What follows belongs to an exercise in optimizing a design on an open flow for small area and a short achievable clock period; a production flow would make more cautious choices.
At most, simulation tests tie the RTL to the original design; equivalence was not proved.

==> inputs of v30 <==
==> flow/design.v (excerpt) <==
module fpu_top
(
   input  logic        Clk_CI,
   input  logic        Rst_RBI,
   input  logic        enable,
   input  logic [31:0] operand_a,
   input  logic [31:0] operand_b,
   input  logic [1:0]  op,
   output logic [31:0] result,
   output logic        valid,
   output logic        of,
   output logic        uf,
   output logic        zero,
   output logic        ix,
   output logic        iv,
   output logic        inf
);
Settings: LEC_CHECK=0, CAP_MARGIN=20, CORE_MARGIN=2, CORE_UTILIZATION=50, SLEW_MARGIN=20, SYNTH_HIERARCHICAL=1; clock period 18.0 ns.
standard.sh (not shown) runs the stock make flow with config.mk's settings and CLKGATE_MAP_FILE= SYNTH_SCRIPT=/design/flow/synth_recipe.tcl, a recipe that flattens the netlist after the stock synthesis.
==> flow/flow/run.sh <==
#!/bin/bash
# The standard layout (standard.sh) with two changes in how it is made:
#  - ports are buffered with buf_2 rather than the default port buffer;
#  - timing repair aims past the clock period: repair_timing's setup margin is
#    raised so that the resizer also works on paths that already meet it.
# The constraints (constraint.sdc, the clock period) are not changed.
set -o pipefail
export BUFFER_PORTS_ARGS="-buffer_cell sky130_fd_sc_hd__buf_2"
export SETUP_SLACK_MARGIN=11
bash standard.sh > standard.log 2>&1
==> v7 (differences from v30) <==
--- a/flow/design.v
+++ b/flow/design.v
@@ -1354,16 +1354,14 @@
    fpu_fa fa481 (.a(c1415), .b(s1498), .c(c1497), .s(s1584), .co(c1585));
    fpu_fa fa482 (.a(pp552), .b(pp575), .c(c1499), .s(s1586), .co(c1587));
    assign xn = {1'b1, 1'b0, s1586, s1584, s1582, s1580, s1578, c1575, c1573, s1572, s1570, c1567, c1565, c1563, c1561, s1560, s1558, c1555, c1553, c1551, c1549, c1547, c1545, c1543, c1541, c1539, c1537, c1535, c1533, c1531, c1529, c1527, c1525, c1523, c1521, c1519, c1517, c1515, c1513, c1511, c1509, c1507, c1505, c1503, c1501, pp49, pp2, pp1};
    assign yn = {1'b1, c1587, c1585, c1583, c1581, c1579, c1577, s1576, s1574, c1571, c1569, s1568, s1566, s1564, s1562, c1559, c1557, s1556, s1554, s1552, s1550, s1548, s1546, s1544, s1542, s1540, s1538, s1536, s1534, s1532, s1530, s1528, s1526, s1524, s1522, s1520, s1518, s1516, s1514, s1512, s1510, s1508, s1506, s1504, s1502, s1500, pp25, 1'b1};
    logic [47:0] g0, p0;
-   assign g0 = xn & yn;
+   assign g0 = ~(xn | yn);
    assign p0 = xn ^ yn;
-   logic g0c;
-   assign g0c = g0[0] | p0[0];
    logic n0_g, n0_p;
-   assign n0_g = g0[1] | (p0[1] & g0c);
+   assign n0_g = g0[1] | (p0[1] & g0[0]);
    assign n0_p = p0[1] & p0[0];
    logic n3_g, n3_p;
    assign n3_g = g0[3] | (p0[3] & g0[2]);
    assign n3_p = p0[3] & p0[2];
    logic n6_g, n6_p;
@@ -1743,12 +1741,12 @@
    assign n378_p = n282_p & n333_p;
    logic n381_g, n381_p;
    assign n381_g = n285_g | (n285_p & n333_g);
    assign n381_p = n285_p & n333_p;
    logic [47:0] cy;
-   assign cy = {n381_g, n378_g, n375_g, n372_g, n369_g, n366_g, n363_g, n360_g, n357_g, n354_g, n351_g, n348_g, n345_g, n342_g, n339_g, n336_g, n333_g, n330_g, n327_g, n324_g, n321_g, n318_g, n315_g, n312_g, n309_g, n306_g, n303_g, n300_g, n297_g, n294_g, n291_g, n288_g, n237_g, n234_g, n231_g, n228_g, n225_g, n222_g, n219_g, n216_g, n153_g, n150_g, n147_g, n144_g, n75_g, n72_g, n0_g, g0c};
-   assign p = ~(p0 ^ {cy[46:0], 1'b1});
+   assign cy = {n381_g, n378_g, n375_g, n372_g, n369_g, n366_g, n363_g, n360_g, n357_g, n354_g, n351_g, n348_g, n345_g, n342_g, n339_g, n336_g, n333_g, n330_g, n327_g, n324_g, n321_g, n318_g, n315_g, n312_g, n309_g, n306_g, n303_g, n300_g, n297_g, n294_g, n291_g, n288_g, n237_g, n234_g, n231_g, n228_g, n225_g, n222_g, n219_g, n216_g, n153_g, n150_g, n147_g, n144_g, n75_g, n72_g, n0_g, g0[0]};
+   assign p = p0 ^ {cy[46:0], 1'b0};
 endmodule
 module fpu_top
 (
    input  logic        Clk_CI,
    input  logic        Rst_RBI,
@@ -1886,23 +1884,22 @@
       .lm1        (add_lm1),
       .lm2        (add_lm2)
    );
    assign t_d   = mul1 ? prod[47:22] : add_t;
    assign stk_d = mul1 ? (|prod[21:0]) : add_stk;
-   function automatic logic [3:0] round_info(input logic [25:0] t, input logic stk);
-      logic hi, rnd, inx, ones;
-      hi   = t[25];
-      rnd  = hi ? (t[1] & (stk | t[0] | t[2])) : (t[0] & (stk | t[1]));
-      inx  = stk | t[0] | (hi & t[1]);
-      ones = (&t[23:2]) & (hi ? t[24] : t[1]);
-      round_info = {hi, rnd, inx, rnd & ones};
-   endfunction
-   logic [3:0]  ri_mul, ri_add;
-   logic        hi, rnd_d, inx_d, c_d;
-   assign ri_mul = round_info(prod[47:22], |prod[21:0]);
-   assign ri_add = round_info(add_t, add_stk);
-   assign {hi, rnd_d, inx_d, c_d} = mul1 ? ri_mul : ri_add;
+   logic        hi;
+   logic        rnd_d, inx_d, ones_d, ones_mid;
+   logic        rnd_h, rnd_l, inx_h, inx_l;
+   assign hi       = t_d[25];
+   assign rnd_h    = t_d[1] & (stk_d | t_d[0] | t_d[2]);
+   assign rnd_l    = t_d[0] & (stk_d | t_d[1]);
+   assign inx_h    = stk_d | t_d[0] | t_d[1];
+   assign inx_l    = stk_d | t_d[0];
+   assign ones_mid = &t_d[23:2];
+   assign rnd_d    = hi ? rnd_h : rnd_l;
+   assign inx_d    = hi ? inx_h : inx_l;
+   assign ones_d   = ones_mid & (hi ? t_d[24] : t_d[1]);
    logic [7:0]  ex_d;
    logic        g255_d, g254_d, g253_d, l0_d, lm1_d, lm2_d;
    assign ex_d   = mul1 ? exp1[7:0] : add_e0;
    assign g255_d = mul1 ? ($signed(exp1) >= $signed(10'd255)) : add_g255;
    assign g254_d = mul1 ? ($signed(exp1) >= $signed(10'd254)) : add_g254;
@@ -1930,11 +1927,11 @@
       ex2   <= ex_d;
       hi2   <= hi;
       t2    <= t_d[24:1];
       rl2   <= rnd_d & ~hi;
       rh2   <= rnd_d & hi;
-      c2    <= c_d;
+      c2    <= rnd_d & ones_d;
       inx2  <= inx_d;
       nrm2  <= {3{sp1 == SP_NONE}} & ~{g253_d, g254_d, g255_d} & ~{lm2_d, lm1_d, l0_d};
       ff2   <= {3{(sp1 == SP_NAN) | (sp1 == SP_INF)}} | ({3{sp1 == SP_NONE}} & {g253_d, g254_d, g255_d});
    end
    logic        q;
==> flow/flow/run.sh (replaced) <==
#!/bin/bash
# The standard layout (standard.sh), with timing repair aiming past the clock
# period: repair_timing's setup margin is raised so that the resizer also works on
# paths that already meet the design's period. The constraints are not changed.
set -o pipefail
export SETUP_SLACK_MARGIN=13
bash standard.sh > standard.log 2>&1
==> v22 (differences from v30) <==
--- a/flow/design.v
+++ b/flow/design.v
@@ -34,10 +34,11 @@
    input  logic [22:0] mant_big,     
    input  logic [23:0] mant_small,   
    input  logic [4:0]  shamt,        
    input  logic        sub,          
    input  logic        near,         
+   output logic        swapped,      
    input  logic [7:0]  exp_big,      
    output logic [25:0] t,            
    output logic        stk,          
    output logic [7:0]  e0,           
    output logic        g255,         
@@ -67,11 +68,18 @@
    assign stk_far = fshift ? sum[0] : (sum[1] | sum[0]);
    logic [24:0] diff;
    logic [4:0]  lz;
    logic [24:0] norm;
    logic [7:0]  e_near;
-   assign diff = {1'b1, mant_big, 1'b0} - (shamt[0] ? {1'b0, mant_small} : {mant_small, 1'b0});
+   logic [24:0] nb, ns;
+   logic [25:0] dab, dba;
+   assign nb  = {1'b1, mant_big, 1'b0};
+   assign ns  = shamt[0] ? {1'b0, mant_small} : {mant_small, 1'b0};
+   assign dab = {1'b0, nb} - {1'b0, ns};
+   assign dba = {1'b0, ns} - {1'b0, nb};
+   assign swapped = near & dab[25];
+   assign diff = dab[25] ? dba[24:0] : dab[24:0];
    logic [31:0] lzin;
    logic [15:0] v1;
    logic [15:0] c1;
    logic [7:0]  v2;
    logic [1:0]  c2 [8];
@@ -145,11 +153,17 @@
 endmodule
 module fpu_fa (input logic a, input logic b, input logic c, output logic s, output logic co);
    assign s  = a ^ b ^ c;
    assign co = (a & b) | (a & c) | (b & c);
 endmodule
-module fpu_mult_path (input logic [22:0] a, input logic [22:0] b, output logic [47:0] p);
+module fpu_mult_path
+(
+   input  logic [22:0] a,
+   input  logic [22:0] b,
+   output logic [47:0] p,         
+   output logic        ones_mid   
+);
    logic pp1, pp2, pp3, pp4, pp5, pp6, pp7, pp8, pp9, pp10, pp11, pp12, pp13, pp14, pp15, pp16;
    logic pp17, pp18, pp19, pp20, pp21, pp22, pp23, pp24, pp25, pp26, pp27, pp28, pp29, pp30, pp31, pp32;
    logic pp33, pp34, pp35, pp36, pp37, pp38, pp39, pp40, pp41, pp42, pp43, pp44, pp45, pp46, pp47, pp48;
    logic pp49, pp50, pp51, pp52, pp53, pp54, pp55, pp56, pp57, pp58, pp59, pp60, pp61, pp62, pp63, pp64;
    logic pp65, pp66, pp67, pp68, pp69, pp70, pp71, pp72, pp73, pp74, pp75, pp76, pp77, pp78, pp79, pp80;
@@ -1745,10 +1759,14 @@
    assign n381_g = n285_g | (n285_p & n333_g);
    assign n381_p = n285_p & n333_p;
    logic [47:0] cy;
    assign cy = {n381_g, n378_g, n375_g, n372_g, n369_g, n366_g, n363_g, n360_g, n357_g, n354_g, n351_g, n348_g, n345_g, n342_g, n339_g, n336_g, n333_g, n330_g, n327_g, n324_g, n321_g, n318_g, n315_g, n312_g, n309_g, n306_g, n303_g, n300_g, n297_g, n294_g, n291_g, n288_g, n237_g, n234_g, n231_g, n228_g, n225_g, n222_g, n219_g, n216_g, n153_g, n150_g, n147_g, n144_g, n75_g, n72_g, n0_g, g0c};
    assign p = ~(p0 ^ {cy[46:0], 1'b1});
+   logic [47:0] tr, gr;
+   assign tr = xn ^ yn;
+   assign gr = ~(xn | yn);
+   assign ones_mid = p[24] & (&(tr[45:25] ^ gr[44:24]));
 endmodule
 module fpu_top
 (
    input  logic        Clk_CI,
    input  logic        Rst_RBI,
@@ -1771,11 +1789,11 @@
    localparam logic [1:0] SP_NAN  = 2'd3;
    logic        sa, sb, is_mul, is_sub, sbe;
    logic [7:0]  ea, eb;
    logic [22:0] fa, fb;
    logic        za, zb, maxa, maxb, nana, nanb, infa, infb;
-   logic        a_big, eq_mag;
+   logic        a_big, eq_mag, ssm_d;
    logic [8:0]  dab, dba;
    logic [7:0]  dexp;
    logic [4:0]  shamt_d;
    logic [1:0]  sp_d;
    logic        sign_d;
@@ -1797,15 +1815,16 @@
    assign maxb = &eb;
    assign nana = maxa & (|fa);
    assign nanb = maxb & (|fb);
    assign infa = maxa & ~(|fa);
    assign infb = maxb & ~(|fb);
-   assign a_big  = {ea, fa} >= {eb, fb};
    assign eq_mag = {ea, fa} == {eb, fb};
    assign dab    = {1'b0, ea} - {1'b0, eb};
    assign dba    = {1'b0, eb} - {1'b0, ea};
+   assign a_big  = ~dab[8];
    assign dexp   = dab[8] ? dba[7:0] : dab[7:0];
+   assign ssm_d  = a_big ? sbe : sa;
    assign shamt_d = (|dexp[7:5]) ? 5'd31 : dexp[4:0];
    always_comb
    begin
       sp_d   = SP_NONE;
       sign_d = is_mul ? (sa ^ sb) : (a_big ? sa : sbe);
@@ -1827,11 +1846,11 @@
    assign exp_d = is_mul ? ({2'b00, ea} + {2'b00, eb} - 10'd127) : {2'b00, (a_big ? ea : eb)};
    assign mb_d  = a_big ? fa : fb;
    assign ms_d  = a_big ? (zb ? 23'd0 : fb) : (za ? 23'd0 : fa);
    assign hs_d  = a_big ? ~zb : ~za;
    logic        v1;
-   logic        mul1, sub1, near1, sign1, hs1;
+   logic        mul1, sub1, near1, sign1, ssm1, hs1;
    logic [1:0]  sp1;
    logic [9:0]  exp1;
    logic [4:0]  shamt1;
    logic [22:0] mb1, ms1;
    always_ff @(posedge Clk_CI, negedge Rst_RBI)
@@ -1845,38 +1864,41 @@
    begin
       mul1   <= is_mul;
       sub1   <= sa ^ sbe;
       near1  <= (sa ^ sbe) & (dexp[7:1] == 7'd0);
       sign1  <= sign_d;
+      ssm1   <= ssm_d;
       sp1    <= sp_d;
       exp1   <= exp_d;
       shamt1 <= shamt_d;
       mb1    <= mb_d;
       ms1    <= ms_d;
       hs1    <= hs_d;
    end
    logic [47:0] prod;
    logic [25:0] add_t;
    logic        add_stk;
-   logic [9:0]  add_exp;
    logic [25:0] t_d;
-   logic        stk_d;
+   logic        prod_ones;
    fpu_mult_path mult_path0
    (
-      .a (mb1),
-      .b (ms1),
-      .p (prod)
+      .a        (mb1),
+      .b        (ms1),
+      .p        (prod),
+      .ones_mid (prod_ones)
    );
    logic [7:0]  add_e0;
+   logic        add_swapped;
    logic        add_g255, add_g254, add_g253, add_l0, add_lm1, add_lm2;
    fpu_add_path add_path0
    (
       .mant_big   (mb1),
       .mant_small ({hs1, ms1}),
       .shamt      (shamt1),
       .sub        (sub1),
       .near       (near1),
+      .swapped    (add_swapped),
       .exp_big    (exp1[7:0]),
       .t          (add_t),
       .stk        (add_stk),
       .e0         (add_e0),
       .g255       (add_g255),
@@ -1884,24 +1906,24 @@
       .g253       (add_g253),
       .l0         (add_l0),
       .lm1        (add_lm1),
       .lm2        (add_lm2)
    );
-   assign t_d   = mul1 ? prod[47:22] : add_t;
-   assign stk_d = mul1 ? (|prod[21:0]) : add_stk;
-   function automatic logic [3:0] round_info(input logic [25:0] t, input logic stk);
+   assign t_d = mul1 ? prod[47:22] : add_t;
+   function automatic logic [3:0] round_info(input logic [25:0] t, input logic stk,
+                                             input logic ones_mid);
       logic hi, rnd, inx, ones;
       hi   = t[25];
       rnd  = hi ? (t[1] & (stk | t[0] | t[2])) : (t[0] & (stk | t[1]));
       inx  = stk | t[0] | (hi & t[1]);
-      ones = (&t[23:2]) & (hi ? t[24] : t[1]);
+      ones = ones_mid & (hi ? t[24] : t[1]);
       round_info = {hi, rnd, inx, rnd & ones};
    endfunction
    logic [3:0]  ri_mul, ri_add;
    logic        hi, rnd_d, inx_d, c_d;
-   assign ri_mul = round_info(prod[47:22], |prod[21:0]);
-   assign ri_add = round_info(add_t, add_stk);
+   assign ri_mul = round_info(prod[47:22], |prod[21:0], prod_ones);
+   assign ri_add = round_info(add_t, add_stk, &add_t[23:2]);
    assign {hi, rnd_d, inx_d, c_d} = mul1 ? ri_mul : ri_add;
    logic [7:0]  ex_d;
    logic        g255_d, g254_d, g253_d, l0_d, lm1_d, lm2_d;
    assign ex_d   = mul1 ? exp1[7:0] : add_e0;
    assign g255_d = mul1 ? ($signed(exp1) >= $signed(10'd255)) : add_g255;
@@ -1923,11 +1945,11 @@
       else
          v2 <= v1;
    end
    always_ff @(posedge Clk_CI)
    begin
-      sign2 <= sign1;
+      sign2 <= (~mul1 & (sp1 == SP_NONE) & add_swapped) ? ssm1 : sign1;
       sp2   <= sp1;
       ex2   <= ex_d;
       hi2   <= hi;
       t2    <= t_d[24:1];
       rl2   <= rnd_d & ~hi;
==> run notes <==
| item | v7 | v30 | v22 |
|---|---|---|---|
| Result of the run | no timing/DRC/antenna violations | no timing/DRC/antenna violations | no timing/DRC/antenna violations |
| Net Count, Synth | 4266 | 4226 | 4376 |
| Worst Reg-to-Reg Cells | 22 | 23 | 23 |
| Drt wl/cell | 29.4 um | 28.8 um | 27.1 um |
| Antenna cell count | 2 | 2 | 3 |
| Worst reg-to-reg setup slack | 11.09 ns | 10.50 ns | 11.14 ns |
| Final Non-Filler Cells | 4671 | 4376 | 4434 |
| Chip height | 248 um | 248 um | 253 um |
| Total number of sequential cells | 116 | 116 | 117 |
| Simple logic cell fraction of the synthesized area | 0.184 | 0.189 | 0.177 |
| Seq area share | 0.0618 | 0.0708 | 0.0706 |
| RePlAce Congestion | 1.01 | 0.965 | 0.987 |
| Floorplan die area | 61600 um2 | 61400 um2 | 63800 um2 |
| Capture instance of the worst register-to-register path | c2 | c2 | rl2 |
For v30 and v7, only the layout was checked, not whether the RTL still works.

[afterwards: timing with drivers on the ports]
The results above use ideal ports. As a check the final layouts listed here were re-extracted and re-timed, cells and wires unchanged.
Step 1: set_driving_cell puts a clkbuf_16 on Clk_CI and a buf_2 on each other input, an assumption about the parent block.
Step 2 adds t to the input delays and takes it off the output delays; t is the mean of the earliest and latest rising clock arrival at the registers after step 1. Input paths then give back, and output paths get back, about the clock's delay inside the block.
a / b / c = ideal ports / drivers / drivers and shift; a / b = the first two.
run	t (ns)	setup WS [ns]	worst setup path after step 2	slew at the worst register clock pin (ns)
v30	0.536	10.504 / 10.504 / 10.504	register to register	0.06 / 0.06
v7	0.524	11.093 / 11.093 / 11.093	register to register	0.07 / 0.07
v22	0.522	11.136 / 11.136 / 11.061	input to register	0.07 / 0.07
After both steps every run listed still meets setup and hold. For v22, which loses most, drivers alone change the setup slack by 0.000 ns; drivers and shift together by -0.075 ns.
